This is an optimization exercise on Yosys and OpenROAD, whose aim is a short achievable clock period and few clock cycles, not a production implementation. Where RTL was checked, it was by simulation tests only, not by an equivalence proof against the original.

Design mdc_top, start of the top module:
module mdc_top #(
    parameter int RUN_LEN = mdc_pkg::N_ENTRIES
) (
    input  wire logic         clk,
    input  wire logic         rst_n,
    input  wire logic         in_valid,
    input  wire logic [8:0]   in_mode,
    input  wire logic [14:0]  in_data,
    output logic              out_valid,
    output mdc_pkg::result_t  out_data
);
    mdc_pkg::entry_t                                entry_q;
    logic [RUN_LEN-1:0]                             slot_q;
    logic                                           run_done;
    logic                                           mode3;
    logic [(RUN_LEN-1)*mdc_pkg::ENTRY_W-1:0]        mat;
    mdc_input_stage #(
        .RUN_LEN (RUN_LEN)
    ) u_input_stage (
        .clk      (clk),
        .rst_n    (rst_n),
        .in_valid (in_valid),
        .in_mode  (in_mode),
        .in_data  (in_data),
        .entry_q  (entry_q),
        .slot_q   (slot_q),
        .run_done (run_done),
        .mode3    (mode3)
    );
    matrix_buffer #(
        .RUN_LEN (RUN_LEN)
    ) u_matrix_buffer (
        .clk     (clk),
        .entry_q (entry_q),
        .slot_q  (slot_q),
        .mat     (mat)
    );
    det_engine u_det_engine (
        .clk       (clk),
        .rst_n     (rst_n),
        .slot_q    (slot_q),
        .entry_q   (entry_q),
        .mat       (mat),
        .run_done  (run_done),
        .mode3     (mode3),
  ...
For scale: ~23000 cells after synthesis.
export LEC_CHECK = 0
export CAP_MARGIN = 20
export CORE_MARGIN = 2
export CORE_UTILIZATION = 30
export SLEW_MARGIN = 20
export TNS_END_PERCENT = 10
create_clock -name core_clock -period 18.0 [get_ports {clk}]
standard.sh (not shown) runs the stock make flow with config.mk's settings and CLKGATE_MAP_FILE= SYNTH_SCRIPT=/design/flow/synth_recipe.tcl, a recipe that flattens the netlist after the stock synthesis.
==> flow/flow/run.sh <==
#!/bin/bash
# The standard layout, in two parts: after placement, each register that
# drives an output port's buffer is moved next to that buffer and the
# placement legalised again (flow/move_out.tcl). repair_timing aims at a setup
# slack well above zero so that it keeps shortening paths; port buffers are
# buf_4. Each tool's output goes to a log file of its own.
set -euo pipefail
EXTRA=(SETUP_SLACK_MARGIN=13.2 "BUFFER_PORTS_ARGS=-buffer_cell sky130_fd_sc_hd__buf_4")
bash standard.sh "${EXTRA[@]}" place > standard_place.log 2>&1
MOVE_ODB=orfs/results/sky130hd/mdc_top/base/3_place.odb \
  openroad -no_init -exit flow/move_out.tcl > move_out.log 2>&1
bash standard.sh "${EXTRA[@]}" finish > standard_finish.log 2>&1
==> flow/flow/move_out.tcl <==
# Move each register that drives an output port's buffer next to that
# buffer, then legalise. The register's input side has slack to spare; its
# output wire is on the path to the port.
set odb $::env(MOVE_ODB)
read_db $odb
set block [ord::get_db_block]
set moved 0
foreach bterm [$block getBTerms] {
  if {[$bterm getIoType] ne "OUTPUT"} { continue }
  set net [$bterm getNet]
  if {$net eq "NULL"} { continue }
  # the port's buffer
  set buf ""
  foreach it [$net getITerms] {
    if {[$it isOutputSignal]} { set buf [$it getInst] }
  }
  if {$buf eq ""} { continue }
  # the buffer's input net and its driver
  foreach it [$buf getITerms] {
    if {[$it isInputSignal] && [$it getNet] ne "NULL"} { set innet [$it getNet] }
  }
  set drv ""
  foreach it [$innet getITerms] {
    if {[$it isOutputSignal]} { set drv [$it getInst] }
  }
  if {$drv eq ""} { continue }
  set master [[$drv getMaster] getName]
  if {![string match "*df*" $master]} { continue }
  set loc [$buf getLocation]
  $drv setLocation [lindex $loc 0] [lindex $loc 1]
  $drv setPlacementStatus PLACED
  incr moved
}
puts "moved $moved registers next to their output buffers"
detailed_placement
check_placement -verbose
write_db $odb
The first run completed with no timing, DRC or antenna violations.
Testbench counts at the start, summed over its fixed seeds: cycles 57,600.
Next try:
==> flow/flow/run.sh (replaced) <==
#!/bin/bash
# The standard layout; repair_timing aims at a setup slack well above
# zero so that it keeps shortening paths, and port buffers are buf_4
set -euo pipefail
bash standard.sh SETUP_SLACK_MARGIN=13.2 "BUFFER_PORTS_ARGS=-buffer_cell sky130_fd_sc_hd__buf_4" finish > standard_flow.log 2>&1
removed: flow/flow/move_out.tcl
What happened: The new run finished clean; flip-flop and latch count does not change; hold slack got worse by 0.0042 ns; count of clock-buffer cells in the layout is higher by 9; worst setup slack gets worse by 0.15 ns; first-iteration DRC count grows by 1.9%; non-clock buffer count climbs by 7; design area hardly moves.

========
## old
Another version of the RTL of mdc_top (not shown whole).
Size in the first run: ~3300 cells after synthesis, ~430 flip-flops, about 240 I/O pins, ~33000 um2 of cells after synthesis.
Settings: LEC_CHECK=0, ABC_CLOCK_PERIOD_IN_PS=4000, CAP_MARGIN=20, CORE_MARGIN=2, CORE_UTILIZATION=40, SLEW_MARGIN=20; clock period 18.0 ns.
run.sh (not shown) runs the stock make flow with config.mk's settings and CLKGATE_MAP_FILE= SYNTH_SCRIPT=/design/flow/synth_recipe.tcl, a recipe that flattens the netlist after the stock synthesis.
Stock flow here: none of the scripts above is used.
Both conditions hold for old: the flow ran to the end and the final layout passed the timing, design-rule and antenna checks.
## Diff of input files: new against old
- ABC_CLOCK_PERIOD_IN_PS removed (was 4000)
==> run summary <==
Taking old as the reference, in new routability-driven placement congestion ratio closely matched the old numbers, core area closely matched the old numbers.
Diff old..new | worst hold slack | negligible
old -> new: quantity of I/O buffers inserted on ports delta 0, exact match
Diff new..old | maximum number of pins on one net before global-route repair | unchanged
No functional check of the RTL was part of any run of this note.

-- static timing again, ports no longer ideal --
No port has a modelled driver above. Below, the same layouts with a new extraction and two added sets of constraints.
Step 1: set_driving_cell puts a clkbuf_16 on clk and a buf_2 on each other input, an assumption about the parent block.
Step 2 adds t to the input delays and takes it off the output delays; t is the mean of the earliest and latest rising clock arrival at the registers after step 1. Input paths then give back, and output paths get back, about the clock's delay inside the block.
Three values: ideal ports, drivers, drivers and shift; two values: the first two.
| run | t, ns | setup slack, ns | worst setup path after step 2 | latest minus earliest clock arrival (ns) | slew at the worst register clock pin (ns) |
|---|---|---|---|---|---|
| the first run of note 1 | 1.147 | 12.810 / 12.686 / 12.066 | input to register | 0.090 / 0.089 | 0.07 / 0.07 |
| the second run of note 1 | 1.131 | 12.656 / 12.519 / 11.954 | input to register | 0.085 / 0.085 | 0.07 / 0.07 |
| old | 0.653 | 10.454 / 10.497 / 9.845 | input to register | 0.023 / 0.023 | 0.06 / 0.06 |
| new | 0.653 | 10.454 / 10.497 / 9.845 | input to register | 0.023 / 0.023 | 0.06 / 0.06 |
After both steps setup and hold are still met in every run listed. For the first run of note 1, which loses most, drivers alone change the setup slack by -0.124 ns; drivers and shift together by -0.744 ns.
